Source: an optimization exercise on an open RTL-to-GDS flow (aim: small area, a short achievable clock period and few clock cycles per item). Production flows keep margins and buffers that such runs may drop. Only simulation tests tie the RTL to the original design; equivalence was not proved. Power figures rest on the tool's default switching activity, not on a simulated workload.

==> flow/design.v <==
`timescale 1ns/1ns
module descriptor_dispatch #(
    parameter int MODEL_DEPTH = 16,
    parameter int MAX_OUT     = 3
) (
    input  logic        interface_clk,
    input  logic        rst,
    input  logic        i_load_valid,
    input  logic [72:0] i_load_word,    
    input  logic [1:0]  i_delivered,    
    output logic        o_load_ready,
    output logic [MODEL_DEPTH-1:0] o_wr_en,    
    output logic [63:0] o_wr_desc,
    output logic        o_query_v,      
    output logic [7:0]  o_word_id,
    output logic [63:0] o_word_desc,
    output logic [4:0]  o_model_count   
);
    localparam logic [4:0] FULL_COUNT = 5'(MODEL_DEPTH);
    logic        ready_q;
    logic        accept;
    logic        accept_q;
    logic        query_v;
    logic [7:0]  word_id;
    logic [63:0] word_desc;
    logic [4:0]  model_count;
    logic [MODEL_DEPTH-1:0] wr_slot;    
    logic        wr_model;
    logic        port_ptr;
    logic [1:0]  out_cnt [2];
    logic [1:0]  out_cnt_d [2];
    logic        port_ptr_d;
    assign o_load_ready = ready_q;
    assign accept       = i_load_valid & ready_q;
    assign accept_q     = accept & i_load_word[72];
    always_comb begin
        port_ptr_d = port_ptr ^ accept_q;
        for (int e = 0; e < 2; e++) begin
            out_cnt_d[e] = out_cnt[e] + 2'((accept_q && port_ptr == 1'(e)) ? 1 : 0)
                                      - 2'(i_delivered[e] ? 1 : 0);
        end
    end
    always_ff @(posedge interface_clk) begin
        if (rst) begin
            ready_q     <= 1'b1;
            query_v     <= 1'b0;
            port_ptr    <= 1'b0;
            out_cnt[0]  <= '0;
            out_cnt[1]  <= '0;
            model_count <= '0;
            wr_slot     <= MODEL_DEPTH'(1);
        end else begin
            ready_q     <= (out_cnt_d[port_ptr_d] != 2'(MAX_OUT));
            query_v     <= accept_q;
            port_ptr    <= port_ptr_d;
            out_cnt[0]  <= out_cnt_d[0];
            out_cnt[1]  <= out_cnt_d[1];
            if (wr_model && model_count != FULL_COUNT) begin
                model_count <= model_count + 1'b1;
                wr_slot     <= wr_slot << 1;
            end
        end
    end
    always_ff @(posedge interface_clk) begin
        word_id   <= i_load_word[71:64];
        word_desc <= i_load_word[63:0];
    end
    assign wr_model      = accept & ~i_load_word[72];
    assign o_wr_en       = {MODEL_DEPTH{wr_model}} & wr_slot;
    assign o_wr_desc     = i_load_word[63:0];
    assign o_query_v     = query_v;
    assign o_word_id     = word_id;
    assign o_word_desc   = word_desc;
    assign o_model_count = model_count;
endmodule
`timescale 1ns/1ns
module model_descriptor_memory #(
    parameter int MODEL_DEPTH = 16
) (
    input  logic                      interface_clk,
    input  logic [MODEL_DEPTH-1:0]    i_wr_en,     
    input  logic [63:0]               i_wr_desc,
    output logic [64*MODEL_DEPTH-1:0] o_models
);
    for (genvar i = 0; i < MODEL_DEPTH; i++) begin : g_entry
        always_ff @(posedge interface_clk) begin
            if (i_wr_en[i]) begin
                o_models[64*i +: 64] <= i_wr_desc;
            end
        end
    end
endmodule
`timescale 1ns/1ns
module bfm_min4 (
    input  logic [27:0] i_dist,    
    input  logic [3:1]  i_valid,   
    output logic [6:0]  o_dist,
    output logic [1:0]  o_index
);
    logic [6:0] d [4];
    logic b10, b20, b30, b21, b31, b32;
    logic w0, w1, w2, w3;
    always_comb begin
        for (int k = 0; k < 4; k++) d[k] = i_dist[7*k +: 7];
    end
    assign b10 = i_valid[1] & (d[1] < d[0]);
    assign b20 = i_valid[2] & (d[2] < d[0]);
    assign b30 = i_valid[3] & (d[3] < d[0]);
    assign b21 = i_valid[2] & (d[2] < d[1]);
    assign b31 = i_valid[3] & (d[3] < d[1]);
    assign b32 = i_valid[3] & (d[3] < d[2]);
    assign w0 = ~b10 & ~b20 & ~b30;
    assign w1 =  b10 & ~b21 & ~b31;
    assign w2 =  b20 &  b21 & ~b32;
    assign w3 =  b30 &  b31 &  b32;
    assign o_dist  = ({7{w0}} & d[0]) | ({7{w1}} & d[1]) | ({7{w2}} & d[2]) | ({7{w3}} & d[3]);
    assign o_index = {w2 | w3, w1 | w3};
endmodule
module memory_read_arbiter #(
    parameter int MODEL_DEPTH = 16
) (
    input  logic                     interface_clk,
    input  logic [7*MODEL_DEPTH-1:0] i_dist,
    input  logic [4:0]               i_model_count,
    output logic [3:0]               o_index,
    output logic [6:0]               o_dist
);
    localparam logic [6:0] NO_MODEL_DIST = 7'h7f;
    logic [6:0] d1 [4];
    logic [1:0] i1 [4];
    for (genvar g = 0; g < 4; g++) begin : g_l1
        bfm_min4 u_min (
            .i_dist  (i_dist[28*g +: 28]),
            .i_valid ({i_model_count > 5'(4*g+3), i_model_count > 5'(4*g+2), i_model_count > 5'(4*g+1)}),
            .o_dist  (d1[g]),
            .o_index (i1[g])
        );
    end
    logic [6:0] d1_q [4];
    logic [1:0] i1_q [4];
    logic [3:1] v_q;
    logic       none_q;
    always_ff @(posedge interface_clk) begin
        for (int g = 0; g < 4; g++) begin
            d1_q[g] <= d1[g];
            i1_q[g] <= i1[g];
        end
        v_q    <= {i_model_count > 5'd12, i_model_count > 5'd8, i_model_count > 5'd4};
        none_q <= (i_model_count == 5'd0);
    end
    logic [6:0] d2;
    logic [1:0] i2;
    bfm_min4 u_min2 (
        .i_dist  ({d1_q[3], d1_q[2], d1_q[1], d1_q[0]}),
        .i_valid (v_q),
        .o_dist  (d2),
        .o_index (i2)
    );
    always_comb begin
        o_index = {i2, i1_q[i2]};
        o_dist  = none_q ? NO_MODEL_DIST : d2;
    end
endmodule
`timescale 1ns/1ns
module match_engine (
    input  logic        interface_clk,
    input  logic [63:0] i_query_desc,
    input  logic [63:0] i_model_desc,
    output logic [6:0]  o_dist
);
    logic [63:0] diff;
    logic [19:0] part_d;
    logic [19:0] part_q;
    logic [6:0]  dist_d;
    assign diff = i_query_desc ^ i_model_desc;
    for (genvar g = 0; g < 4; g++) begin : g_pc
        bfm_popcount13 u_pc (.a(diff[13*g +: 13]), .y(part_d[4*g +: 4]));
    end
    bfm_popcount12 u_pc4 (.a(diff[63:52]), .y(part_d[19:16]));
    bfm_sum5x4 u_sum (
        .a0 (part_q[3:0]),
        .a1 (part_q[7:4]),
        .a2 (part_q[11:8]),
        .a3 (part_q[15:12]),
        .a4 (part_q[19:16]),
        .y  (dist_d)
    );
    always_ff @(posedge interface_clk) begin
        part_q <= part_d;
        o_dist <= dist_d;
    end
endmodule
module bfm_popcount13 (
    input  logic [12:0] a,
    output logic [3:0] y
);
    logic s1, c2, s3, c4, s5, c6, s7, c8, s9, c10, s11, c12, s13, c14, s15, c16, s17, c18, s19, c20;
    assign {c2, s1} = a[0] + a[1] + a[2];
    assign {c4, s3} = a[3] + a[4] + a[5];
    assign {c6, s5} = a[6] + a[7] + a[8];
    assign {c8, s7} = a[9] + a[10] + a[11];
    assign {c10, s9} = a[12] + s1 + s3;
    assign {c12, s11} = s5 + s7 + s9;
    assign {c14, s13} = c2 + c4 + c6;
    assign {c16, s15} = c8 + c10 + s13;
    assign {c18, s17} = c12 + s15;
    assign {c20, s19} = c14 + c16 + c18;
    assign y[0] = s11;   
    assign y[1] = s17;   
    assign y[2] = s19;   
    assign y[3] = c20;   
endmodule
module bfm_popcount12 (
    input  logic [11:0] a,
    output logic [3:0] y
);
    logic s1, c2, s3, c4, s5, c6, s7, c8, s9, c10, s11, c12, s13, c14, s15, c16, s17, c18, s19, c20;
    assign {c2, s1} = a[0] + a[1] + a[2];
    assign {c4, s3} = a[3] + a[4] + a[5];
    assign {c6, s5} = a[6] + a[7] + a[8];
    assign {c8, s7} = a[9] + a[10] + a[11];
    assign {c10, s9} = s1 + s3 + s5;
    assign {c12, s11} = s7 + s9;
    assign {c14, s13} = c2 + c4 + c6;
    assign {c16, s15} = c8 + c10 + s13;
    assign {c18, s17} = c12 + s15;
    assign {c20, s19} = c14 + c16 + c18;
    assign y[0] = s11;   
    assign y[1] = s17;   
    assign y[2] = s19;   
    assign y[3] = c20;   
endmodule
module bfm_sum5x4 (
    input  logic [3:0] a0, input  logic [3:0] a1, input  logic [3:0] a2, input  logic [3:0] a3, input  logic [3:0] a4,
    output logic [6:0] y
);
    logic s1, c2, s3, c4, s5, c6, s7, c8, s9, c10, s11, c12, s13, c14, s15, c16, s17, c18, s19, c20, s21, c22, s23, c24;
    assign {c2, s1} = a0[0] + a1[0] + a2[0];
    assign {c4, s3} = a3[0] + a4[0] + s1;
    assign {c6, s5} = a0[1] + a1[1] + a2[1];
    assign {c8, s7} = a3[1] + a4[1] + c2;
    assign {c10, s9} = s5 + c4 + s7;
    assign {c12, s11} = a0[2] + a1[2] + a2[2];
    assign {c14, s13} = a3[2] + a4[2] + c6;
    assign {c16, s15} = s11 + c8 + s13;
    assign {c18, s17} = a0[3] + a1[3] + a2[3];
    assign {c20, s19} = a3[3] + a4[3] + c12;
    assign {c22, s21} = s17 + c14 + s19;
    assign {c24, s23} = c18 + c20 + c22;
    assign y = {1'b0, c24, s23, c16, c10, s9, s3} + {1'b0, 1'b0, 1'b0, s21, s15, 1'b0, 1'b0};   
endmodule
`timescale 1ns/1ns
module brute_force_matcher (
    input  logic        interface_clk,
    input  logic        rst,
    input  logic        i_load_valid,
    input  logic [72:0] i_load_word,     
    input  logic [1:0]  i_match_ready,
    output logic        o_load_ready,
    output logic [1:0]  o_match_valid,
    output logic [37:0] o_match          
);
    localparam int MODEL_DEPTH = 16;
    logic [MODEL_DEPTH-1:0]    wr_en;
    logic [63:0]               wr_desc;
    logic                      q0_v;
    logic [7:0]                q0_id;
    logic [63:0]               word_desc;
    logic [4:0]                q0_cnt;
    logic [64*MODEL_DEPTH-1:0] models;
    logic [7*MODEL_DEPTH-1:0]  dists;
    logic [1:0]                delivered;
    assign delivered = o_match_valid & i_match_ready;
    descriptor_dispatch #(
        .MODEL_DEPTH (MODEL_DEPTH),
        .MAX_OUT     (3)
    ) u_dispatch (
        .interface_clk (interface_clk),
        .rst           (rst),
        .i_load_valid  (i_load_valid),
        .i_load_word   (i_load_word),
        .i_delivered   (delivered),
        .o_load_ready  (o_load_ready),
        .o_wr_en       (wr_en),
        .o_wr_desc     (wr_desc),
        .o_query_v     (q0_v),
        .o_word_id     (q0_id),
        .o_word_desc   (word_desc),
        .o_model_count (q0_cnt)
    );
    model_descriptor_memory #(
        .MODEL_DEPTH (MODEL_DEPTH)
    ) u_memory (
        .interface_clk (interface_clk),
        .i_wr_en       (wr_en),
        .i_wr_desc     (wr_desc),
        .o_models      (models)
    );
    for (genvar i = 0; i < MODEL_DEPTH; i++) begin : g_engine
        match_engine u_engine (
            .interface_clk (interface_clk),
            .i_query_desc  (word_desc),
            .i_model_desc  (models[64*i +: 64]),
            .o_dist        (dists[7*i +: 7])
        );
    end
    logic       q1_v, q2_v, q3_v;
    logic [7:0] q1_id, q2_id, q3_id;
    logic [4:0] q1_cnt, q2_cnt;
    always_ff @(posedge interface_clk) begin
        if (rst) begin
            q1_v <= 1'b0;
            q2_v <= 1'b0;
            q3_v <= 1'b0;
        end else begin
            q1_v <= q0_v;
            q2_v <= q1_v;
            q3_v <= q2_v;
        end
    end
    always_ff @(posedge interface_clk) begin
        q1_id  <= q0_id;
        q2_id  <= q1_id;
        q3_id  <= q2_id;
        q1_cnt <= q0_cnt;
        q2_cnt <= q1_cnt;
    end
    logic [3:0] best_index;
    logic [6:0] best_dist;
    memory_read_arbiter #(
        .MODEL_DEPTH (MODEL_DEPTH)
    ) u_select (
        .interface_clk (interface_clk),
        .i_dist        (dists),
        .i_model_count (q2_cnt),
        .o_index       (best_index),
        .o_dist        (best_dist)
    );
    logic        res_port;
    logic [18:0] res;
    assign res = {q3_id, best_index, best_dist};
    always_ff @(posedge interface_clk) begin
        if (rst) begin
            res_port <= 1'b0;
        end else if (q3_v) begin
            res_port <= ~res_port;
        end
    end
    for (genvar e = 0; e < 2; e++) begin : g_port
        logic        push;
        logic        pop;
        logic        out_free;
        logic        moved;
        logic        out_v;
        logic [18:0] out_d;
        logic        s0_v, s1_v;
        logic [18:0] s0_d, s1_d;
        assign push     = q3_v & (res_port == 1'(e));
        assign pop      = out_v & i_match_ready[e];
        assign out_free = ~out_v | pop;
        assign moved    = out_free & s0_v;
        always_ff @(posedge interface_clk) begin
            if (rst) begin
                out_v <= 1'b0;
                s0_v  <= 1'b0;
                s1_v  <= 1'b0;
            end else begin
                out_v <= ~out_free | s0_v | push;
                if (moved) begin
                    s0_v <= s1_v | push;
                    s1_v <= s1_v & push;
                end else if (!(out_free && push)) begin
                    s0_v <= s0_v | push;
                    s1_v <= s1_v | (s0_v & push);
                end
            end
        end
        always_ff @(posedge interface_clk) begin
            if (out_free) begin
                out_d <= s0_v ? s0_d : res;
            end
            if (moved || !s0_v) begin
                s0_d <= (moved && s1_v) ? s1_d : res;
            end
            if (push) begin
                s1_d <= res;
            end
        end
        assign o_match_valid[e]   = out_v;
        assign o_match[19*e +: 19] = out_d;
    end
endmodule
==> flow/flow/run.sh <==
#!/bin/bash
# Layout flow: the standard synthesis, then a netlist clean-up of adder polarities
# (flow/fa_polarity.py: drops the inverters synthesis leaves between adder cells; registers
# and all other cells unchanged), then the standard ORFS steps from floorplan to finish,
# with the timing repair aimed below the clock period (SETUP_SLACK_MARGIN) and every
# port buffered with buf_4.
set -euo pipefail
MARGIN=6.3
R=orfs/results/sky130hd/brute_force_matcher/base
bash standard.sh synth > make_synth.log 2>&1
cp $R/1_2_yosys.v $R/1_2_yosys_std.v
python3 flow/fa_polarity.py $R/1_2_yosys_std.v $R/1_2_yosys.v > fa_polarity.log 2>&1
rm -f $R/1_synth.odb $R/1_synth.sdc
bash standard.sh SETUP_SLACK_MARGIN=$MARGIN "BUFFER_PORTS_ARGS=-buffer_cell sky130_fd_sc_hd__buf_4" finish > make_finish.log 2>&1
==> flow/flow/fa_polarity.py <==
#!/usr/bin/env python3
"""Drop the inverters that synthesis leaves around adder cells in a flat sky130hd netlist.

Yosys's extract_fa often builds full adders on complemented signals and puts inverters
between them. A full adder is self-dual, FA(~a,~b,~c) = (~sum, ~carry), so any adder can
be computed in the complemented polarity; XOR/XNOR gates and half adders can absorb the
polarity of their inputs and give either polarity at their outputs by changing gate type
(xor2<->xnor2, and a half adder split into an xor/xnor gate and an and/nand/nor/or-type gate).
This script chooses a polarity for every adder (local search that minimises the number of
nets that still need an inverted copy), rewires, and keeps one inverter per net whose
complement is still needed. Registers, ports and all other cells are left as they are, so the
netlist is logically the same design with the same registers.

usage: fa_polarity.py IN.v OUT.v
"""
import random
import re
import sys

OUT_PINS = {"X", "Y", "Q", "Q_N", "SUM", "COUT", "HI", "LO"}
LIB = "sky130_fd_sc_hd__"


def parse(text):
    pat = re.compile(r"(sky130_fd_sc_hd__\w+)\s+(\S+)\s*\((.*?)\);", re.S)
    m = re.search(r"^\s*sky130_fd_sc_hd__\w+\s+\S+\s*\(", text, re.M)
    head, body = text[:m.start()], text[m.start():]
    end = body.rfind("endmodule")
    tail, body = body[end:], body[:end]
    cells = []
    for cm in pat.finditer(body):
        pins = [[pm.group(1), pm.group(2).strip()]
                for pm in re.finditer(r"\.(\w+)\(\s*(.*?)\s*\)\s*(?:,|$)", cm.group(3), re.S)]
        cells.append({"type": cm.group(1), "name": cm.group(2), "pins": pins})
    if pat.sub("", body).strip():
        raise SystemExit("fa_polarity: unexpected text between cells")
    return head, cells, tail


def kind(t):
    t = t[len(LIB):]
    if re.match(r"(clk)?inv_\d+$", t):
        return "inv"
    if re.match(r"fa_\d+$", t):
        return "fa"
    if re.match(r"ha_\d+$", t):
        return "ha"
    if re.match(r"x(n)?or2_\d+$", t):
        return "xor2"
    return "other"


def is_const(n):
    return re.match(r"^\d+'[bhd]", n) is not None


def main():
    head, cells, tail = parse(open(sys.argv[1]).read())
    outports = set()
    for m in re.finditer(r"^\s*output\s+(\[(\d+):(\d+)\]\s+)?(\S+);", head, re.M):
        if m.group(1):
            a, b = int(m.group(2)), int(m.group(3))
            outports.update(f"{m.group(4)}[{i}]" for i in range(min(a, b), max(a, b) + 1))
        else:
            outports.add(m.group(4))
    for c in cells:
        c["kind"] = kind(c["type"])
    driver, loads = {}, {}
    for ci, c in enumerate(cells):
        for pi, (p, n) in enumerate(c["pins"]):
            if p in OUT_PINS:
                driver[n] = (ci, p)
            else:
                loads.setdefault(n, []).append((ci, pi))

    adderish = {"fa", "ha", "xor2"}

    def dkind(n):
        d = driver.get(n)
        return cells[d[0]]["kind"] if d else None

    removable = set()
    for ci, c in enumerate(cells):
        if c["kind"] != "inv":
            continue
        pins = dict(c["pins"])
        a, y = pins["A"], pins["Y"]
        if y in outports or is_const(a) or y not in loads:
            continue
        if dkind(a) in adderish or any(cells[l[0]]["kind"] in adderish for l in loads[y]):
            removable.add(ci)

    def literal(n):
        par = 0
        for _ in range(8):
            d = driver.get(n)
            if d is None or d[0] not in removable:
                break
            n = dict(cells[d[0]]["pins"])["A"]
            par ^= 1
        return n, par

    # cells whose polarity we may change
    def fa_ok(ci):
        pins = dict(cells[ci]["pins"])
        return not any(is_const(pins[p]) for p in ("A", "B", "CIN")) and \
            pins["SUM"] not in outports and pins["COUT"] not in outports
    flippable = {ci for ci, c in enumerate(cells) if c["kind"] == "fa" and fa_ok(ci)}
    free_src = set()   # nets whose driver can give either polarity
    free_cells = set()
    for ci, c in enumerate(cells):
        if c["kind"] in ("xor2", "ha"):
            pins = dict(c["pins"])
            if any(is_const(pins[p]) for p in ("A", "B")):
                continue
            outs = [n for p, n in c["pins"] if p in OUT_PINS]
            if any(n in outports for n in outs):
                continue
            free_cells.add(ci)
            free_src.update(outs)

    # strict uses: (cell, pin index, src, parity); cell None for an output port
    strict, soft = [], []
    for ci, c in enumerate(cells):
        if ci in removable:
            continue
        for pi, (p, n) in enumerate(c["pins"]):
            if p in OUT_PINS or is_const(n):
                continue
            src, par = literal(n)
            (soft if ci in free_cells else strict).append((ci, pi, src, par))
    for n in outports:
        src, par = literal(n)
        if src != n:
            strict.append((None, n, src, par))
    by_src = {}
    for u in strict:
        by_src.setdefault(u[2], []).append(u)
    cell_srcs = {}
    for u in strict:
        if u[0] is not None:
            cell_srcs.setdefault(u[0], set()).add(u[2])

    flip = {ci: 0 for ci in flippable}

    def ph_fixed(n):
        d = driver.get(n)
        return flip.get(d[0], 0) if d else 0

    def wants(u):
        ci, _, src, par = u
        return par ^ (flip.get(ci, 0) if ci is not None else 0)

    def net_cost(n):
        us = by_src.get(n)
        if not us:
            return 0
        w = {wants(u) for u in us}
        if n in free_src:
            return 1 if len(w) == 2 else 0
        return 1 if (w - {ph_fixed(n)}) else 0

    def touched(ci):
        nets = set(cell_srcs.get(ci, ()))
        pins = dict(cells[ci]["pins"])
        nets.add(pins["SUM"])
        nets.add(pins["COUT"])
        return nets

    nets_all = list(by_src)
    before = sum(net_cost(n) for n in nets_all)
    rng = random.Random(1)
    order = sorted(flippable)
    best_cost, best_flip = before, dict(flip)
    for restart in range(6):
        if restart:
            for ci in order:
                flip[ci] = rng.randint(0, 1) if restart > 2 else best_flip[ci] ^ (rng.random() < 0.1)
        for _ in range(30):
            changed = False
            rng.shuffle(order)
            for ci in order:
                nets = touched(ci)
                c0 = sum(net_cost(n) for n in nets)
                flip[ci] ^= 1
                c1 = sum(net_cost(n) for n in nets)
                if c1 < c0 or (c1 == c0 and rng.random() < 0.3):
                    changed = changed or c1 < c0
                else:
                    flip[ci] ^= 1
            if not changed:
                break
        cost = sum(net_cost(n) for n in nets_all)
        if cost < best_cost:
            best_cost, best_flip = cost, dict(flip)
    flip.update(best_flip)

    # physical polarity of every source net
    phys = {}
    for n in set(by_src) | free_src:
        if n in free_src:
            us = by_src.get(n, [])
            w = [wants(u) for u in us]
            phys[n] = 1 if (w and sum(w) * 2 > len(w)) else 0
        else:
            phys[n] = ph_fixed(n)

    def ph(n):
        return phys.get(n, ph_fixed(n))

    inv_net, new_cells, new_wires = {}, [], []

    def inverted(n):
        if n not in inv_net:
            w = f"_fapol_{len(inv_net)}_"
            inv_net[n] = w
            new_wires.append(w)
            new_cells.append({"type": LIB + "inv_1", "name": f"_fapol_inv_{len(inv_net)}_",
                              "pins": [["A", n], ["Y", w]], "kind": "inv"})
        return inv_net[n]

    for u in strict:
        ci, pi, src, par = u
        need = wants(u) ^ ph(src)
        if ci is None:
            new_cells.append({"type": LIB + ("inv_1" if need else "buf_1"), "name": f"_fapol_port_{len(new_cells)}_",
                              "pins": [["A", src], ["Y" if need else "X", pi]], "kind": "other"})
        else:
            cells[ci]["pins"][pi][1] = inverted(src) if need else src
    # free cells: connect sources directly, fix gate types
    soft_by_cell = {}
    for (ci, pi, src, par) in soft:
        soft_by_cell.setdefault(ci, {})[cells[ci]["pins"][pi][0]] = (src, par ^ ph(src))
    replaced = {}
    for ci in free_cells:
        c = cells[ci]
        pins = dict(c["pins"])
        ins = soft_by_cell.get(ci, {})
        a, ia = ins.get("A", (pins["A"], 0))
        b, ib = ins.get("B", (pins["B"], 0))
        drive = c["type"].rsplit("_", 1)[1]
        if c["kind"] == "xor2":
            out = pins["X"] if "X" in pins else pins["Y"]
            k = 1 if "xnor" in c["type"] else 0
            kk = k ^ ia ^ ib ^ ph(out)
            t = "xnor2_" if kk else "xor2_"
            replaced[ci] = [{"type": LIB + t + drive, "name": c["name"],
                             "pins": [["A", a], ["B", b], ["Y" if kk else "X", out]]}]
        else:
            s, co = pins["SUM"], pins["COUT"]
            hs, hc = ph(s), ph(co)
            if not (ia or ib or hs or hc):
                c["pins"] = [["A", a], ["B", b], ["COUT", co], ["SUM", s]]
                continue
            sx = ia ^ ib ^ hs
            cs = [{"type": LIB + ("xnor2_1" if sx else "xor2_1"), "name": c["name"] + "_s",
                   "pins": [["A", a], ["B", b], ["Y" if sx else "X", s]]}]
            # carry = (a^ia) & (b^ib), delivered as carry ^ hc
            if ia == ib:
                if ia == 0:
                    t, p = ("nand2_1", "Y") if hc else ("and2_1", "X")
                else:
                    t, p = ("or2_1", "X") if hc else ("nor2_1", "Y")
                cs.append({"type": LIB + t, "name": c["name"] + "_c", "pins": [["A", a], ["B", b], [p, co]]})
            else:
                x, y = (a, b) if ia else (b, a)       # carry = ~x & y
                if hc:
                    cs.append({"type": LIB + "or2b_1", "name": c["name"] + "_c",
                               "pins": [["A", x], ["B_N", y], ["X", co]]})
                else:
                    cs.append({"type": LIB + "nor2b_1", "name": c["name"] + "_c",
                               "pins": [["A", x], ["B_N", y], ["Y", co]]})
            replaced[ci] = cs
    kept = []
    for ci, c in enumerate(cells):
        if ci in removable:
            continue
        kept.extend(replaced.get(ci, [c]))
    kept.extend(new_cells)
    out = [head.rstrip("\n")] + [f"  wire {w};" for w in new_wires]
    for c in kept:
        out.append(f"  {c['type']} {c['name']} (")
        out.append(",\n".join(f"    .{p}({n}{' ' if n.startswith(chr(92)) else ''})" for p, n in c["pins"]))
        out.append("  );")
    out.append(tail)
    open(sys.argv[2], "w").write("\n".join(out))
    sys.stderr.write(f"fa_polarity: {len(flippable)} adders ({sum(flip.values())} flipped), "
                     f"{len(free_cells)} xor/half-adder cells ({len(replaced)} retyped), "
                     f"inverters: {len(removable)} removed, {len(inv_net)} added; "
                     f"complemented nets {before} -> {best_cost}\n")


if __name__ == "__main__":
    main()
==> flow/standard.sh <==
#!/bin/bash
# synth_recipe.tcl (not shown) runs the flow's synth.tcl, then flattens the netlist and writes it again
# the make line also repeats each setting of config.mk as NAME=value (left out here)
make -C /OpenROAD-flow-scripts/flow DESIGN_CONFIG=/design/flow/config.mk WORK_HOME=/design/flow/orfs CLKGATE_MAP_FILE= SYNTH_SCRIPT=/design/flow/synth_recipe.tcl "${@:-finish}"
==> flow/config.mk <==
export PLATFORM = sky130hd
export DESIGN_NAME = brute_force_matcher
export DESIGN_NICKNAME = brute_force_matcher
export VERILOG_FILES = /design/flow/design.v
export SDC_FILE = /design/flow/constraint.sdc
export NUM_CORES = 4
export LEC_CHECK = 0
export ABC_CLOCK_PERIOD_IN_PS = 3000
export CAP_MARGIN = 20
export CORE_MARGIN = 2
export CORE_UTILIZATION = 40
export CTS_BUF_LIST = sky130_fd_sc_hd__clkbuf_8
export SETUP_SLACK_MARGIN = 5
export SLEW_MARGIN = 20
export TNS_END_PERCENT = 100
==> flow/constraint.sdc <==
create_clock -name core_clock -period 9.5 [get_ports {interface_clk}]
set_input_delay 1.9000 -clock core_clock [delete_from_list [all_inputs] [get_ports {interface_clk}]]
set_output_delay 1.9000 -clock core_clock [all_outputs]
set_load 0.01 [all_outputs]
==> flow_summary.json, run 1 <==
{
  "layoutNonFillerInstCount": 8772,
  "cts_buffers": 320,
  "wl_per_cell_um": 25.7,
  "nFillCells": 18086,
  "max_cap_violations": 0,
  "timing.rr.start": "u_dispatch.word_desc[52]",
  "core-area_sq_um": 210000,
  "maxSlewHeadroom_pct": 21.3,
  "die_area_sq_um": 214000,
  "chipHeight_um": 463,
  "rr_endpoint": "g_engine[4].u_engine.part_q[18]",
  "status": "finished clean",
  "reg2reg_slack_ns": 6.28,
  "antenna_found_initial": 9,
  "ant_nets": 0,
  "io_buffers": 118,
  "reg2regPathDepth": 8,
  "ys.warnings.count": 15,
  "clk_path_buf_depth": 4,
  "p_leak_nw": 35.8,
  "dr_wl_met3_um": 13800,
  "hold_viol": 0,
  "synth_nets": 6348,
  "synth.avg_cell_area_sq_um": 16.0,
  "routed-wl-met2_um": 108000,
  "die_w_um": 463,
  "grt_pass1_vias": 44649,
  "fmax_ghz": 0.292,
  "dp_cells": 8088,
  "gp_congestion": 0.946,
  "clock_latency_ns": 1.02,
  "drive_gt1_share_pct": 15.3,
  "routed_via_density": 4.82,
  "rows": 168,
  "critPathBufInv": 1,
  "slowest_delay_ns": 0.42,
  "grt_max_degree": 65,
  "drt_pass1_iterations": 7,
  "finalCoreUtilization_pct": 46.1,
  "fin_crit_sh_pct": 36.1,
  "synth.cell_area_sq_um": 84300,
  "crit_family": "flip-flops",
  "drt-initial-drc-count": 3591,
  "finalCriticalPeriod_ns": 3.43,
  "fin_skew_ns": 0.0971,
  "clk_pin_slew_ns": 0.06,
  "cts.htree.levels": 5,
  "rsz0062_at_grt": "yes",
  "hp-class": "reg -> reg",
  "io_pins": 119,
  "crit_type": "reg -> out",
  "nets": 6802,
  "wl_met1_um": 95200,
  "p_total_mw": 30.5,
  "crit_required_ns": 7.60,
  "cts_tree": "built",
  "grt_usage_pct": 21.0,
  "syn_inst": 5265,
  "worst_pin_slew_ns": 1.18,
  "place_hpwl_um": 159000,
  "drc": 0,
  "syn2layout_area_growth_pct": 14.7,
  "min-delay-start": "q1_id[2]",
  "grt_pass1_wl_um": 320000,
  "setup_tns_ns": 0,
  "hold_depth": 0,
  "cp.arrival_ns": 1.53,
  "worst_path_max_delay_cell": "edfxtp_1",
  "dr.max_layer_used": "met5",
  "cp_max_fo": 1,
  "drt-total-wl_um": 225000,
  "path_cells": "buf_6",
  "endpoint_kind": "primary output",
  "start_util_pct": 40.2,
  "vias": 42288,
  "numClockSinks": 1754,
  "crit_path_start_kind": "flip-flop",
  "powerDensity_nw_per_um2": 315,
  "grt-ovfl-total": 0,
  "root_buffer": "clkbuf_8",
  "hold_path_end": "q2_id[2]",
  "drv_slew": 0,
  "setup_viol": 0,
  "peakVddDrop_mv": 0.336
}
## cells in the final DEF, fill, tap and decap left out, types with 11 or more instances in the layout
master       n
dfxtp_1    576
a21o_1      43
or2_1       11
o21ai_0     34
xnor2_1    538
dfxtp_4     32
buf_4      212
buf_6       35
fa_2        14
buf_12      27
mux2i_1     16
clkinv_1    20
nand2b_1    25
nor2b_1    203
a211oi_1    20
clkinv_2    25
edfxtp_1  1138
xnor2_2     26
and2_4      15
a221o_1     17
nand2_1    115
a21oi_1     47
xor2_2      17
mux2_2      49
xor2_1     707
ha_1        93
fa_1       898
a31oi_1     19
clkbuf_8   374
nor2_1      80
o21ai_1     13
inv_1      292
nor3_1      11
## repair_timing
item,4_1_cts,5_1_grt
endpoints found under the setup margin,260,100
hold buffers,0,0
setup buffers,10,97
gates cloned,0,5
resized for setup,117,104
pin swaps,0,19
## power breakdown
| part | switching (mW) | internal, mW |
|---|---|---|
| Sequential | 1.64 | 9.47 |
| Combinational | 7.03 | 5.51 |
| Clock | 3.12 | 3.70 |
| Total | 11.8 | 18.7 |
## worst max-delay path by stage
stage,startpoint,to,slack [ns],cells after the start
global placement,i_load_valid,u_memory.o_models[143],5.21,6
detailed placement,i_load_valid,u_memory.o_models[135],5.23,6
global route,g_port[0].out_d[12],o_match[12],5.96,1
finish,g_port[0].out_d[12],o_match[12],6.07,1
CTS,g_port[0].out_d[12],o_match[12],5.95,1
floorplan,i_load_valid,u_memory.o_models[0],5.60,2
## routing by layer
layer | vias up | global-route usage [%]
met4 | 4 | 7.52
met2 | 1360 | 34.1
met5 | - | 0
li1 | 18574 | -
met3 | 391 | 4.15
met1 | 21959 | 28.2
## stage by stage
step / setup WS [ns] / instance area (sq um) / hold slack [ns]
2_1_floorplan: 5.60 / 84600 / 0.310
3_3_place_gp: 5.21 / 88600 / 0.315
3_5_place_dp: 5.23 / 88600 / 0.312
4_1_cts: 5.95 / 95100 / 0.319
5_1_grt: 5.96 / 96700 / 0.324
6_report: 6.07 / 96700 / 0.323
## layout make-up
| cell class | instances | area [sq um] | share of cell area [%] |
|---|---|---|---|
| diodes | 5 | 12.5 | 0.0129 |
| multi-input cells | 3193 | 37100 | 38.3 |
| well taps | 2805 | 3510 | 3.63 |
| repair buffers | 287 | 2800 | 2.89 |
| clock inverters | 191 | 917 | 0.949 |
| clock buffers | 374 | 5150 | 5.32 |
| inverters | 163 | 618 | 0.639 |
| flip-flops and latches | 1754 | 46600 | 48.2 |
## sequential cells by signal (all words and copies together) (netlist names), 3 cells and up
name                      cells
g_engine.u_engine.o_dist    112
g_engine.u_engine.part_q    320
g_port.out_d                 38
g_port.s0_d                  38
g_port.s1_d                  38
q1_cnt                        5
q1_id                         8
q2_cnt                        5
q2_id                         8
q3_id                         8
u_dispatch.model_count        5
u_dispatch.out_cnt            4
u_dispatch.word_desc         64
u_dispatch.word_id            8
u_dispatch.wr_slot           16
u_memory.o_models          1024
u_select.d1_q                28
u_select.i1_q                 8
u_select.v_q                  3
Testbench counts, summed over its fixed seeds: cycles 1,360, queries 1,024.
==> run 2, diff against run 1 <==
--- a/flow/config.mk
+++ b/flow/config.mk
@@ -9,7 +9,8 @@
 export CAP_MARGIN = 20
 export CORE_MARGIN = 2
 export CORE_UTILIZATION = 40
-export CTS_BUF_LIST = sky130_fd_sc_hd__clkbuf_8
+export CTS_CLUSTER_DIAMETER = 60
+export CTS_CLUSTER_SIZE = 24
 export SETUP_SLACK_MARGIN = 5
 export SLEW_MARGIN = 20
 export TNS_END_PERCENT = 100
==> run 2 against run 1 <==
Against the previous run:
- still clean on timing, DRC and antenna
- sequential share of layout area increased by 0.77 points
- routed wire length decreased by 1.1%
- clock power decreased by 6.9%
- global-route usage decreased by 0.28 points
- worst setup slack improved by 0.065 ns
- non-clock buffer count decreased by 20
==> flow_summary.json, run 2 <==
{
  "powerDensity_nw_per_um2": 315,
  "grt-ovfl-total": 0,
  "grt_pass1_wl_um": 315000,
  "max_cap_violations": 0,
  "p_total_mw": 30.0,
  "grt_usage_pct": 20.8,
  "finalCoreUtilization_pct": 45.4,
  "drv_slew": 0,
  "crit_required_ns": 9.92,
  "setup_viol": 0,
  "vias": 41127,
  "setup_slack_ns": 6.14,
  "drive_gt1_share_pct": 12.3,
  "ant_nets": 0,
  "root_buffer": "clkbuf_16",
  "largest_register_ffs": 1024,
  "drt_pass1_iterations": 6,
  "maxSlewHeadroom_pct": 22.5,
  "dp_cells": 8088,
  "crit_path_start_kind": "input pin",
  "hold_viol": 0,
  "crit_type": "in -> reg",
  "place_hpwl_um": 159000,
  "wl_per_cell_um": 26.4,
  "synth.avg_cell_area_sq_um": 16.0,
  "numClockSinks": 1754,
  "antenna_found_initial": 10,
  "dpl_worst_slack_ns": 5.23,
  "cts_buffers": 139,
  "rsz0062_at_grt": "yes",
  "setup_tns_ns": 0,
  "core-area_sq_um": 210000,
  "synth_nets": 6348,
  "final_cell_mix": "edfxtp_1, fa_1, xor2_1",
  "drt-total-wl_um": 223000,
  "die_w_um": 463,
  "hp-class": "reg -> reg",
  "cp_max_fo": 64,
  "clk_path_buf_depth": 3,
  "clock_latency_ns": 0.83,
  "io_pins": 119,
  "cts_tree": "built",
  "die_area_sq_um": 214000,
  "ys.warnings.count": 15,
  "syn_inst": 5265,
  "routed_via_density": 4.87,
  "top_regs": "u_memory.o_models: 1024 flops, g_engine.u_engine.part_q: 320 flops, g_engine.u_engine.o_dist: 112 flops",
  "finalCriticalPeriod_ns": 3.36,
  "peakVddDrop_mv": 0.330,
  "status": "finished clean",
  "syn2layout_area_growth_pct": 12.9,
  "start_util_pct": 40.2,
  "grt_pass1_vias": 42957,
  "clk_pin_slew_ns": 0.09,
  "chipHeight_um": 463,
  "nets": 6606,
  "synth.cell_area_sq_um": 84300,
  "fin_skew_ns": 0.0735,
  "p_leak_nw": 34.3,
  "endpoint_kind": "flip-flop",
  "nFillCells": 18093,
  "layoutNonFillerInstCount": 8446,
  "final_common_cell": "edfxtp_1",
  "rows": 168,
  "io_buffers": 118,
  "grt_max_degree": 65,
  "fin_crit_sh_pct": 35.4,
  "gp_congestion": 0.946,
  "cp.arrival_ns": 3.78,
  "fmax_ghz": 0.298,
  "drt-initial-drc-count": 3748,
  "drc": 0,
  "cts.htree.levels": 4,
  "worst_pin_slew_ns": 1.16,
  "max_flop_register": "u_memory.o_models"
}
run 2: through the flow:
step	hold WS (ns)	area, sq um
final	0.321	95200
after floorplan	0.310	84600
after global routing	0.329	95200
after CTS	0.325	93900
after global placement	0.315	88600
after detailed placement	0.312	88600
run 2: per-layer routing:
layer  part of all wire [%]  global-route usage [%]  vias up
met5                 0.0031                       0        -
met4                    3.8                    7.18        2
met3                    5.4                    3.43      268
met2                     48                    33.7     1093
met1                     43                    28.2    21633
li1                       -                       -    18131
run 2: repair_timing:
| item | 4_1_cts | 5_1_grt |
|---|---|---|
| hold buffers | 0 | 0 |
| buffers inserted | 8 | 82 |
| setup endpoints to repair | 451 | 302 |
| gates cloned | 1 | 6 |
| pin swaps | 1 | 12 |
| resized for setup | 110 | 87 |
run 2: final timing paths:
kind,from,slack [ns],end,depth (start not counted)
worst max-delay path,i_load_valid,6.14,u_memory.o_models[604],5
worst min-delay path,q1_cnt[4],0.32,q2_cnt[4],0
worst max register to register,g_engine[2].u_engine.part_q[2],6.30,g_engine[2].u_engine.o_dist[5],7
worst min register to register,q1_cnt[4],0.32,q2_cnt[4],0
run 2: layout make-up:
class | count | area [sq um] | area share, %
Antenna cell | 4 | 10.0 | 0.0105
Sequential cell | 1754 | 46600 | 49.0
Tap cell | 2805 | 3510 | 3.69
Multi-Input combinational cell | 3198 | 36900 | 38.8
Timing Repair Buffer | 267 | 2570 | 2.71
Clock inverter | 94 | 1200 | 1.26
Clock buffer | 161 | 3740 | 3.93
Inverter | 163 | 618 | 0.650
run 2: power by group:
group          internal, mW  switching [mW]
sequential             9.45            1.65
combinational          5.50            7.05
clock                  3.28            3.07
run 2: worst max-delay path, cell delays in order:
cell and delay [ns]:
buf_4 0.14, nand2_8 0.06, nor2_1 0.12, buf_4 0.43, and2_4 0.93
==> run 3, diff against run 2 <==
--- a/flow/flow/run.sh
+++ b/flow/flow/run.sh
@@ -5,7 +5,7 @@
 # with the timing repair aimed below the clock period (SETUP_SLACK_MARGIN) and every
 # port buffered with buf_4.
 set -euo pipefail
-MARGIN=6.3
+MARGIN=6.4
 R=orfs/results/sky130hd/brute_force_matcher/base
 bash standard.sh synth > make_synth.log 2>&1
 cp $R/1_2_yosys.v $R/1_2_yosys_std.v
--- a/flow/config.mk
+++ b/flow/config.mk
@@ -9,8 +9,6 @@
 export CAP_MARGIN = 20
 export CORE_MARGIN = 2
 export CORE_UTILIZATION = 40
-export CTS_CLUSTER_DIAMETER = 60
-export CTS_CLUSTER_SIZE = 24
 export SETUP_SLACK_MARGIN = 5
 export SLEW_MARGIN = 20
 export TNS_END_PERCENT = 100
==> run 3 against run 2 <==
Against the previous run:
- still clean
- final area grew 4.9%
- critical path depth shrank 4
- synthesized cell count is the same
- utilization grew 2.2 points
- via count grew 3.6%
- cell count grew 2.5%
- critical path type is now reg -> out
- critical endpoint is now o_match[18]
==> flow_summary.json, run 3 <==
{
  "status": "finished clean",
  "fin_crit_sh_pct": 34.6,
  "crit_type": "reg -> out",
  "die_w_um": 463,
  "cp_max_fo": 1,
  "grt_pass1_vias": 44366,
  "cp-startpoint": "g_port[0].out_d[18]",
  "multi_input_area_sq_um": 38800,
  "antenna_found_initial": 6,
  "setup_slack_ns": 6.22,
  "crit_end": "o_match[18]",
  "gp_congestion": 0.921,
  "dr.max_layer_used": "met5",
  "finalCriticalPeriod_ns": 3.28,
  "crit_required_ns": 7.60,
  "worst_pin_slew_ns": 1.14,
  "grt_pass1_wl_um": 323000,
  "core-area_sq_um": 210000,
  "fmax_ghz": 0.305,
  "rr_endpoint": "g_engine[5].u_engine.o_dist[6]",
  "hold_viol": 0,
  "holdBufCountCts": 0,
  "nFillCells": 17676,
  "drt-initial-drc-count": 4235,
  "crit_path_start_kind": "flip-flop",
  "maxSlewHeadroom_pct": 23.8,
  "dp_cells": 8091,
  "syn_inst": 5265,
  "clk_path_buf_depth": 3,
  "dpl_worst_slack_ns": 5.40,
  "io_pins": 119,
  "finalCoreUtilization_pct": 47.6,
  "worst_path_max_delay_cell": "edfxtp_1",
  "ant_nets": 0,
  "syn2layout_area_growth_pct": 18.5,
  "cts_tree": "built",
  "chipHeight_um": 463,
  "synth.avg_cell_area_sq_um": 16.0,
  "cts.htree.levels": 4,
  "nets": 6767,
  "routed_via_density": 4.92,
  "fin_skew_ns": 0.0651,
  "reg2regPathDepth": 6,
  "critPathBufInv": 1,
  "rows": 168,
  "powerDensity_nw_per_um2": 314,
  "setup_tns_ns": 0,
  "final_common_cell": "edfxtp_1",
  "reg2reg_slack_ns": 6.36,
  "max_cap_violations": 0,
  "grt_usage_pct": 21.4,
  "wl_met1_um": 97200,
  "dr_wl_met3_um": 13100,
  "synth_nets": 6348,
  "numClockSinks": 1754,
  "worst-path-stages": 1,
  "register_area_sq_um": 46700,
  "p_leak_nw": 36.3,
  "grt-ovfl-total": 0,
  "routed-wl-met2_um": 115000,
  "endpoint_kind": "primary output",
  "drive_gt1_share_pct": 19.8,
  "place_hpwl_um": 155000,
  "largest_register_ffs": 1024,
  "clk_pin_slew_ns": 0.06,
  "root_buffer": "clkbuf_16",
  "cts_buffers": 187,
  "peakVddDrop_mv": 0.318,
  "start_util_pct": 40.2,
  "path_cells": "buf_6",
  "clock_latency_ns": 0.85,
  "drv_slew": 0,
  "ys.warnings.count": 15,
  "die_area_sq_um": 214000,
  "drc": 0,
  "max_flop_register": "u_memory.o_models",
  "grt_max_degree": 65,
  "drt-total-wl_um": 233000,
  "final_cell_mix": "edfxtp_1, fa_1, xor2_1",
  "timing.rr.start": "g_engine[5].u_engine.part_q[2]",
  "p_total_mw": 31.4,
  "setup_viol": 0,
  "cp.arrival_ns": 1.38,
  "wl_per_cell_um": 26.9,
  "layoutNonFillerInstCount": 8656,
  "crit_family": "flip-flops",
  "io_buffers": 118,
  "slowest_delay_ns": 0.42,
  "vias": 42602,
  "hp-class": "reg -> reg",
  "drt_pass1_iterations": 8,
  "top_regs": "u_memory.o_models: 1024 flops, g_engine.u_engine.part_q: 320 flops, g_engine.u_engine.o_dist: 112 flops",
  "synth.cell_area_sq_um": 84300,
  "rsz0062_at_grt": "yes"
}
-- run 3: layout make-up --
cell class / instances / share of cell area [%]
flip-flops and latches: 1754 / 46.7
multi-input cells: 3194 / 38.8
clock buffers: 277 / 5.42
repair buffers: 384 / 4.11
well taps: 2805 / 3.51
clock inverters: 76 / 0.746
inverters: 163 / 0.619
diodes: 3 / 0.00752
-- run 3: timing repair --
item                                   CTS  global route
endpoints found under the hold margin    0             0
buffers inserted                        89           106
resized for setup                      206           352
pin swaps                               11           126
setup endpoints to repair              319           198
gates cloned                             3             8
-- run 3: metal layers --
metal / global-route usage (%) / vias to the layer above
met5: 0 / -
met4: 6.44 / 4
met3: 3.56 / 308
met2: 36.0 / 1214
met1: 28.6 / 22660
li1: - / 18416
-- run 3: report_power, final --
group	switching [mW]	internal, mW	leakage (nW)	total [mW]
clock	3.08	4.20	3.00	7.28
combinational	7.29	5.66	17.8	12.9
sequential	1.69	9.46	15.5	11.2
total	12.1	19.3	36.3	31.4
-- run 3: how the worst min path moves through the flow --
stage	end	start	cells past startpoint
after floorplan	q1_id[0]	u_dispatch.word_id[0]	0
after global placement	q2_id[7]	q1_id[7]	0
after detailed placement	q2_id[5]	q1_id[5]	0
after CTS	q1_id[6]	u_dispatch.word_id[6]	0
after global routing	q2_cnt[1]	q1_cnt[1]	0
final	q1_id[6]	u_dispatch.word_id[6]	0
-- run 3: through the flow --
stage / hold WS (ns) / instance area [sq um]
5_1_grt: 0.329 / 99900
3_3_place_gp: 0.314 / 88800
2_1_floorplan: 0.310 / 85000
4_1_cts: 0.321 / 96800
3_5_place_dp: 0.312 / 88800
6_report: 0.322 / 99900
==> run 4, diff against run 3 <==
--- a/flow/flow/run.sh
+++ b/flow/flow/run.sh
@@ -5,7 +5,7 @@
 # with the timing repair aimed below the clock period (SETUP_SLACK_MARGIN) and every
 # port buffered with buf_4.
 set -euo pipefail
-MARGIN=6.4
+MARGIN=6.2
 R=orfs/results/sky130hd/brute_force_matcher/base
 bash standard.sh synth > make_synth.log 2>&1
 cp $R/1_2_yosys.v $R/1_2_yosys_std.v
==> run 4 against run 3 <==
Against the previous run:
- critical path depth is the same
- hold slack better by 0.0038 ns
- routed wire length fell by 3.8%
- power shrank 1.1%
- sequential share of layout area is 1.9 points higher
- non-clock buffer count decreased by 178
- register-to-register slack got worse by 0.11 ns
- cell count is 2.1% lower
- clock skew is 0.012 ns higher
- largest power group unchanged
==> flow_summary.json, run 4 <==
{
  "grt_use_met3_pct": 3.54,
  "layoutNonFillerInstCount": 8474,
  "endpoint_kind": "primary output",
  "crit_required_ns": 7.60,
  "hold_viol": 0,
  "hp-class": "reg -> reg",
  "worst-path-stages": 1,
  "peakVddDrop_mv": 0.294,
  "vias": 41473,
  "clk_pin_slew_ns": 0.06,
  "crit_path_start_kind": "flip-flop",
  "synth.avg_cell_area_sq_um": 16.0,
  "die_w_um": 463,
  "dp_cells": 8098,
  "crit_type": "reg -> out",
  "wl_per_cell_um": 26.4,
  "worst_pin_slew_ns": 1.16,
  "place_hpwl_um": 158000,
  "max_flop_register": "u_memory.o_models",
  "status": "finished clean",
  "drt_pass1_iterations": 6,
  "drv_slew": 0,
  "critPathBufInv": 1,
  "die_area_sq_um": 214000,
  "maxSlewHeadroom_pct": 22.3,
  "routed_via_density": 4.89,
  "cts_tree": "built",
  "antenna_found_initial": 5,
  "ant_nets": 0,
  "crit_family": "flip-flops",
  "gp_congestion": 0.892,
  "core-area_sq_um": 210000,
  "rr_endpoint": "g_engine[14].u_engine.o_dist[6]",
  "syn_inst": 5265,
  "holdBufCountCts": 0,
  "cp-startpoint": "g_port[0].out_d[15]",
  "drc": 0,
  "grt_usage_pct": 21.0,
  "io_buffers": 118,
  "holdWs_ns": 0.326,
  "cp.arrival_ns": 1.38,
  "rsz0062_at_grt": "yes",
  "fin_crit_sh_pct": 34.6,
  "setup_tns_ns": 0,
  "drt-total-wl_um": 224000,
  "ys.warnings.count": 15,
  "setup_viol": 0,
  "io_pins": 119,
  "root_buffer": "clkbuf_16",
  "numClockSinks": 1754,
  "final_common_cell": "edfxtp_1",
  "cts_buffers": 186,
  "grt_util_met2_pct": 34.9,
  "synth.cell_area_sq_um": 84300,
  "clk_path_buf_depth": 3,
  "reg2reg_slack_ns": 6.25,
  "crit_end": "o_match[15]",
  "setup_slack_ns": 6.22,
  "timing.rr.start": "g_engine[14].u_engine.part_q[2]",
  "cp_max_fo": 1,
  "syn2layout_area_growth_pct": 13.7,
  "synth_nets": 6348,
  "start_util_pct": 40.2,
  "drive_gt1_share_pct": 11.4,
  "rows": 168,
  "slowest_delay_ns": 0.41,
  "grt-ovfl-total": 0,
  "dpl_worst_slack_ns": 5.01,
  "cts.htree.levels": 4,
  "grt_pass1_vias": 43881,
  "clock_latency_ns": 0.85,
  "max_cap_violations": 0,
  "grt.met1_usage_pct": 27.8,
  "path_cells": "buf_6",
  "fin_skew_ns": 0.0772,
  "largest_register_ffs": 1024,
  "grt_pass1_wl_um": 319000,
  "powerDensity_nw_per_um2": 324,
  "chipHeight_um": 463,
  "grt_max_degree": 65,
  "worst_path_max_delay_cell": "edfxtp_1",
  "top_usage_layer": "met2",
  "finalCriticalPeriod_ns": 3.28,
  "top_regs": "u_memory.o_models: 1024 flops, g_engine.u_engine.part_q: 320 flops, g_engine.u_engine.o_dist: 112 flops",
  "p_leak_nw": 34.6,
  "final_cell_mix": "edfxtp_1, fa_1, xor2_1",
  "fmax_ghz": 0.305,
  "drt-initial-drc-count": 3648,
  "nets": 6586,
  "reg2regPathDepth": 6
}
==> run 4: power by group <==
part | internal, mW | switching (mW) | total (mW)
clock | 4.25 | 3.14 | 7.38
sequential | 9.47 | 1.67 | 11.1
combinational | 5.45 | 7.07 | 12.5
total | 19.2 | 11.9 | 31.0
==> run 4: repair_timing <==
action / 4_1_cts / 5_1_grt
buffers inserted: 1 / 14
resized for setup: 84 / 61
setup endpoints to repair: 879 / 146
==> run 4: how the worst min path moves through the flow <==
stage / from / slack [ns] / cells after the start / endpoint
floorplan: u_dispatch.word_id[0] / 0.31 / 0 / q1_id[0]
global placement: q1_id[5] / 0.31 / 0 / q2_id[5]
detailed placement: q2_id[0] / 0.31 / 0 / q3_id[0]
CTS: q2_id[5] / 0.33 / 0 / q3_id[5]
global route: q1_id[0] / 0.33 / 0 / q2_id[0]
finish: u_dispatch.word_id[5] / 0.33 / 0 / q1_id[5]
==> run 4: worst register-to-register path, cell delays in order (launching register included) <==
cell and delay (ns):
dfxtp_1 0.40, fa_1 0.51, fa_1 0.47, fa_1 0.42
fa_1 0.57, inv_1 0.08, nor3b_1 0.58
==> run 4: per-layer routing <==
layer | vias to the layer above | part of all wire (%)
met1 | 21894 | 42
met5 | - | 0.0085
met4 | 2 | 4.0
met3 | 295 | 5.3
li1 | 18119 | -
met2 | 1163 | 49
==> run 4: final cells by class <==
cell class	instances	area (sq um)
fillers	18075	114000
flip-flops and latches	1754	46600
multi-input cells	3192	36700
clock buffers	279	5470
well taps	2805	3510
repair buffers	206	2060
clock inverters	74	850
inverters	163	616
diodes	1	2.50
==> run 4: metrics by stage <==
stage / power (mW) / instance area [sq um] / utilization, %
floorplan: 18.0 / 84600 / -
global placement: 23.3 / 88700 / 42.3
detailed placement: 23.6 / 88700 / 42.3
CTS: 31.1 / 95200 / 45.4
global route: 32.8 / 95800 / 45.7
finish: 31.0 / 95800 / 45.7
==> run 5, diff against run 4 <==
--- a/flow/design.v
+++ b/flow/design.v
@@ -126,15 +126,23 @@
     output logic [6:0]               o_dist
 );
     localparam logic [6:0] NO_MODEL_DIST = 7'h7f;
+    logic [6:0] d0 [8];
+    logic       i0 [8];
     logic [6:0] d1 [4];
     logic [1:0] i1 [4];
-    for (genvar g = 0; g < 4; g++) begin : g_l1
-        bfm_min4 u_min (
-            .i_dist  (i_dist[28*g +: 28]),
-            .i_valid ({i_model_count > 5'(4*g+3), i_model_count > 5'(4*g+2), i_model_count > 5'(4*g+1)}),
-            .o_dist  (d1[g]),
-            .o_index (i1[g])
-        );
+    always_comb begin
+        for (int j = 0; j < 8; j++) begin
+            logic sel;
+            sel   = (i_model_count > 5'(2*j+1)) && (i_dist[7*(2*j+1) +: 7] < i_dist[7*(2*j) +: 7]);
+            d0[j] = sel ? i_dist[7*(2*j+1) +: 7] : i_dist[7*(2*j) +: 7];
+            i0[j] = sel;
+        end
+        for (int g = 0; g < 4; g++) begin
+            logic sel;
+            sel   = (i_model_count > 5'(4*g+2)) && (d0[2*g+1] < d0[2*g]);
+            d1[g] = sel ? d0[2*g+1] : d0[2*g];
+            i1[g] = sel ? {1'b1, i0[2*g+1]} : {1'b0, i0[2*g]};
+        end
     end
     logic [6:0] d1_q [4];
     logic [1:0] i1_q [4];
==> run 5 against run 4 <==
Against the previous run:
- power is 3.4% lower
- synthesized cell count decreased by 3.8%
- still clean on timing, DRC and antenna
- sequential share of layout area is 0.77 points higher
- final area down 1.6%
- highest routed layer unchanged
==> flow_summary.json, run 5 <==
{
  "clock_latency_ns": 0.83,
  "die_w_um": 459,
  "drive_gt1_share_pct": 12.8,
  "syn2layout_area_growth_pct": 13.9,
  "drc": 0,
  "crit_required_ns": 7.60,
  "nFillCells": 17770,
  "cts_tree": "built",
  "nets": 6412,
  "grt_pass1_wl_um": 308000,
  "holdBufCountCts": 0,
  "largest_register_ffs": 1024,
  "ys.warnings.count": 15,
  "worst_pin_slew_ns": 1.17,
  "io_pins": 119,
  "grt-ovfl-total": 0,
  "wl_per_cell_um": 26.8,
  "cts_buffers": 185,
  "gp_congestion": 0.927,
  "critPathBufInv": 1,
  "ant_nets": 0,
  "synth.avg_cell_area_sq_um": 16.4,
  "rows": 167,
  "final_area_sq_um": 94300,
  "synth_nets": 6159,
  "endpoint_kind": "primary output",
  "root_buffer": "clkbuf_16",
  "powerDensity_nw_per_um2": 318,
  "path_cells": "buf_6",
  "synth.cell_area_sq_um": 82800,
  "grt_max_degree": 65,
  "fin_crit_sh_pct": 34.5,
  "fin_skew_ns": 0.0549,
  "setup_tns_ns": 0,
  "peakVddDrop_mv": 0.251,
  "crit_path_start_kind": "flip-flop",
  "drv_slew": 0,
  "core-area_sq_um": 206000,
  "chipHeight_um": 459,
  "clk_pin_slew_ns": 0.06,
  "p_leak_nw": 34.3,
  "top_regs": "u_memory.o_models: 1024 flops, g_engine.u_engine.part_q: 320 flops, g_engine.u_engine.o_dist: 112 flops",
  "syn_inst": 5066,
  "rsz0062_at_grt": "yes",
  "die_area_sq_um": 211000,
  "finalCriticalPeriod_ns": 3.28,
  "hold_viol": 0,
  "setup_viol": 0,
  "max_flop_register": "u_memory.o_models",
  "drt-total-wl_um": 219000,
  "worst_path_max_delay_cell": "edfxtp_1",
  "grt_usage_pct": 20.9,
  "routed_via_density": 4.89,
  "final_cell_mix": "edfxtp_1, fa_1, xor2_1",
  "drt-initial-drc-count": 3779,
  "drt_pass1_iterations": 5,
  "start_util_pct": 40.1,
  "hp-class": "reg -> reg",
  "slowest_delay_ns": 0.43,
  "clk_path_buf_depth": 3,
  "maxSlewHeadroom_pct": 21.7,
  "fmax_ghz": 0.305,
  "vias": 40070,
  "cp_max_fo": 1,
  "holdWs_ns": 0.322,
  "grt_pass1_vias": 41813,
  "cp.arrival_ns": 1.38,
  "antenna_found_initial": 2,
  "max_cap_violations": 0,
  "cts.htree.levels": 4,
  "numClockSinks": 1754,
  "crit_family": "flip-flops",
  "placed_area_sq_um": 87100,
  "io_buffers": 118,
  "status": "finished clean",
  "place_hpwl_um": 150000,
  "crit_type": "reg -> out",
  "final_common_cell": "edfxtp_1"
}
==> run 5: changes by cell type in the layout (fill, tap and decap cells not counted), sizes merged, moves of 10 or more <==
cell,before,now
xnor2,564,419
mux2,50,66
inv,175,137
nand2,117,136
xor2,724,787
o21ai,47,28
ha,93,103
nand2b,25,8
nor2b,207,135
a21oi,48,76
o31ai,1,17
a21o,44,18
mux2i,16,53
buf,205,226
==> run 5: area by class of cell <==
class,instances,area (sq um),area share (%)
diodes,2,5.00,0.00531
clock buffers,278,5530,5.86
clock inverters,70,663,0.703
inverters,133,503,0.533
multi-input cells,3019,35600,37.8
flip-flops and latches,1754,46600,49.4
well taps,2704,3380,3.59
repair buffers,226,2030,2.15
==> run 5: through the flow <==
step           utilization, %  total power, mW  setup WS (ns)  instances
3_3_place_gp             42.2             22.4           4.88       7798
5_1_grt                  45.7             31.7           6.16       8184
2_1_floorplan               -             17.5           6.19       5066
4_1_cts                  45.4             30.0           6.16       8161
3_5_place_dp             42.2             22.6           4.88       7798
6_report                 45.7             30.0           6.22       8186
==> run 5: final timing paths <==
| kind | start | endpoint | slack, ns | cells after the start |
|---|---|---|---|---|
| min reg2reg | q1_id[6] | q2_id[6] | 0.32 | 0 |
| max | g_port[1].out_d[5] | o_match[24] | 6.22 | 1 |
| max reg2reg | q2_cnt[4] | u_select.d1_q[0][4] | 6.28 | 13 |
| min | q1_id[6] | q2_id[6] | 0.32 | 0 |
==> run 5: report_power, final <==
part | internal, mW | switching (mW)
combinational | 5.09 | 6.94
sequential | 9.47 | 1.21
clock | 4.22 | 3.04
==> run 5: repair_timing <==
action,in CTS,in global routing
endpoints found under the setup margin,1094,403
gates resized for setup,94,91
buffers inserted,15,22
pin swaps,4,9
==> run 5: layer usage <==
layer / routed length (um) / vias up / share of wire (%) / track usage (%)
met5: 21 / - / 0.0096 / 0
met4: 5960 / 4 / 2.7 / 5.65
met3: 12000 / 266 / 5.5 / 3.29
met2: 107000 / 1103 / 49 / 34.7
met1: 94100 / 21242 / 43 / 28.7
li1: - / 17455 / - / -
Testbench counts of run 5, summed over its fixed seeds: cycles 1,360, queries 1,024.
==> run 6, diff against run 5 <==
--- a/flow/flow/run.sh
+++ b/flow/flow/run.sh
@@ -5,7 +5,7 @@
 # with the timing repair aimed below the clock period (SETUP_SLACK_MARGIN) and every
 # port buffered with buf_4.
 set -euo pipefail
-MARGIN=6.2
+MARGIN=6.25
 R=orfs/results/sky130hd/brute_force_matcher/base
 bash standard.sh synth > make_synth.log 2>&1
 cp $R/1_2_yosys.v $R/1_2_yosys_std.v
==> run 6 against run 5 <==
Against the previous run:
- via count up 0.86%
- synthesized cell count unchanged
- sequential cell count unchanged
- sequential power about the same
- first-iteration DRC count down 0.71%
- count of clock-buffer cells in the layout down 14
- non-clock buffer count up 67
- sequential share of layout area down 0.56 points
- global-route usage up 0.052 points
- register-to-register slack about the same
- power up 0.69%
- critical path type unchanged
- largest power group unchanged
==> flow_summary.json, run 6 <==
{
  "synth.cell_area_sq_um": 82800,
  "cts_buffers": 186,
  "start_util_pct": 40.1,
  "p_leak_nw": 34.8,
  "worst_path_max_delay_cell": "edfxtp_1",
  "routed_via_density": 4.89,
  "drv_slew": 0,
  "status": "finished clean",
  "synth_nets": 6159,
  "crit_path_start_kind": "flip-flop",
  "gp_congestion": 0.923,
  "final_common_cell": "edfxtp_1",
  "multi_input_area_sq_um": 35800,
  "fin_crit_sh_pct": 34.5,
  "reg2regPathDepth": 7,
  "die_w_um": 459,
  "numClockSinks": 1754,
  "drc": 0,
  "ant_nets": 0,
  "finalCriticalPeriod_ns": 3.28,
  "grt-ovfl-total": 0,
  "synth.avg_cell_area_sq_um": 16.4,
  "fmax_ghz": 0.305,
  "wl_per_cell_um": 26.6,
  "syn_inst": 5066,
  "nets": 6481,
  "die_area_sq_um": 211000,
  "worst_pin_slew_ns": 1.13,
  "max_flop_register": "u_memory.o_models",
  "largest_register_ffs": 1024,
  "top_regs": "u_memory.o_models: 1024 flops, g_engine.u_engine.part_q: 320 flops, g_engine.u_engine.o_dist: 112 flops",
  "layoutNonFillerInstCount": 8259,
  "grt_pass1_vias": 41920,
  "crit_family": "flip-flops",
  "setup_tns_ns": 0,
  "register_area_sq_um": 46600,
  "crit_required_ns": 7.60,
  "peakVddDrop_mv": 0.349,
  "cts_tree": "built",
  "min-delay-start": "q2_id[4]",
  "rows": 167,
  "ys.warnings.count": 15,
  "grt_usage_pct": 21.0,
  "vias": 40415,
  "timing.rr.start": "g_engine[0].u_engine.part_q[2]",
  "holdWs_ns": 0.321,
  "core-area_sq_um": 206000,
  "cp.arrival_ns": 1.38,
  "syn2layout_area_growth_pct": 15.3,
  "powerDensity_nw_per_um2": 316,
  "hold_viol": 0,
  "max_cap_violations": 0,
  "hold_depth": 0,
  "cp_max_fo": 1,
  "path_cells": "buf_6",
  "drt-initial-drc-count": 3752,
  "grt_pass1_wl_um": 309000,
  "rr_endpoint": "g_engine[0].u_engine.o_dist[5]",
  "grt_max_degree": 65,
  "nFillCells": 17676,
  "drive_gt1_share_pct": 14.3,
  "dp_cells": 7790,
  "place_hpwl_um": 155000,
  "critPathBufInv": 1,
  "clk_path_buf_depth": 3,
  "root_buffer": "clkbuf_16",
  "setup_viol": 0,
  "antenna_found_initial": 10,
  "crit_type": "reg -> out",
  "io_pins": 119,
  "drt-total-wl_um": 220000,
  "cts.htree.levels": 4,
  "rsz0062_at_grt": "yes",
  "clock_latency_ns": 0.81,
  "drt_pass1_iterations": 6,
  "fin_skew_ns": 0.0502,
  "hold_path_end": "q3_id[4]",
  "reg2reg_slack_ns": 6.28,
  "maxSlewHeadroom_pct": 24.5,
  "clk_pin_slew_ns": 0.06,
  "slowest_delay_ns": 0.42,
  "chipHeight_um": 459,
  "hp-class": "reg -> reg",
  "holdBufCountCts": 0,
  "endpoint_kind": "primary output",
  "final_cell_mix": "edfxtp_1, fa_1, xor2_1",
  "io_buffers": 118
}
-- run 6: per-stage QoR --
stage	area, sq um	power (mW)	setup WS [ns]	util, %
2_1_floorplan	83100	17.5	6.23	-
6_report	95500	30.2	6.22	46.3
5_1_grt	95500	32.0	6.14	46.3
3_5_place_dp	87100	22.6	5.17	42.2
3_3_place_gp	87100	22.4	5.15	42.2
4_1_cts	94100	30.1	6.13	45.6
-- run 6: worst max-delay path by stage --
| stage | start | to | depth (start not counted) | slack, ns |
|---|---|---|---|---|
| floorplan | i_load_valid | u_memory.o_models[0] | 5 | 6.23 |
| global placement | g_engine[15].u_engine.o_dist[4] | u_select.d1_q[3][4] | 12 | 5.15 |
| detailed placement | i_load_valid | u_memory.o_models[266] | 5 | 5.17 |
| CTS | g_port[1].out_d[5] | o_match[24] | 1 | 6.13 |
| global route | g_port[1].out_d[9] | o_match[28] | 1 | 6.14 |
| finish | g_port[1].out_d[9] | o_match[28] | 1 | 6.22 |
-- run 6: where the power goes --
| group | total (mW) | internal (mW) | switching, mW |
|---|---|---|---|
| sequential | 10.8 | 9.47 | 1.32 |
| clock | 7.37 | 4.29 | 3.09 |
| combinational | 12.0 | 5.17 | 6.84 |
| total | 30.2 | 18.9 | 11.2 |
-- run 6: what timing repair did --
item                                    CTS  global route
gates cloned                              1             2
pin swaps                                 7            15
gates resized for setup                 139           131
buffers inserted                         25            84
endpoints found under the setup margin  631           516
-- run 6: cell type report --
type                    instances  share of cell area [%]
clock inverters                89                    1.06
flip-flops and latches       1754                    48.8
inverters                     133                   0.527
well taps                    2704                    3.54
repair buffers                293                    3.01
diodes                          2                 0.00524
multi-input cells            3020                    37.5
clock buffers                 264                    5.54
-- run 6: metal layers --
layer	GRT usage, %	up-vias	wire [um]
li1	-	17604	-
met1	29.2	21371	94800
met2	34.1	1202	106000
met3	3.69	238	13500
met4	5.51	0	5460
met5	0	-	0

[afterwards: timing with drivers on the ports]
Ports are ideal in the flow. The routed layouts listed here were re-timed in OpenROAD.
Step 1, drivers: a clkbuf_16 drives interface_clk and a buf_2 each remaining input, both assumed.
Step 2 adds t to the input delays and takes it off the output delays; t is the mean of the earliest and latest rising clock arrival at the registers after step 1. Input paths then give back, and output paths get back, about the clock's delay inside the block.
Three values: no drivers, after step 1, after step 2; two values: the first two.
run	shift t [ns]	slack for setup (ns)	clock arrival spread, ns
run 1	1.058	6.075 / 5.994 / 5.247	0.097 / 0.097
run 2	0.884	6.139 / 6.131 / 5.304	0.080 / 0.080
run 3	0.906	6.217 / 6.126 / 5.562	0.070 / 0.070
run 4	0.902	6.217 / 6.124 / 5.491	0.078 / 0.079
run 5	0.896	6.224 / 6.129 / 5.401	0.056 / 0.056
run 6	0.883	6.224 / 6.138 / 5.420	0.070 / 0.069
After both steps every run listed still meets setup and hold. The setup slack of run 2, which loses most, moves by -0.008 ns with the drivers and by -0.835 ns with both steps.
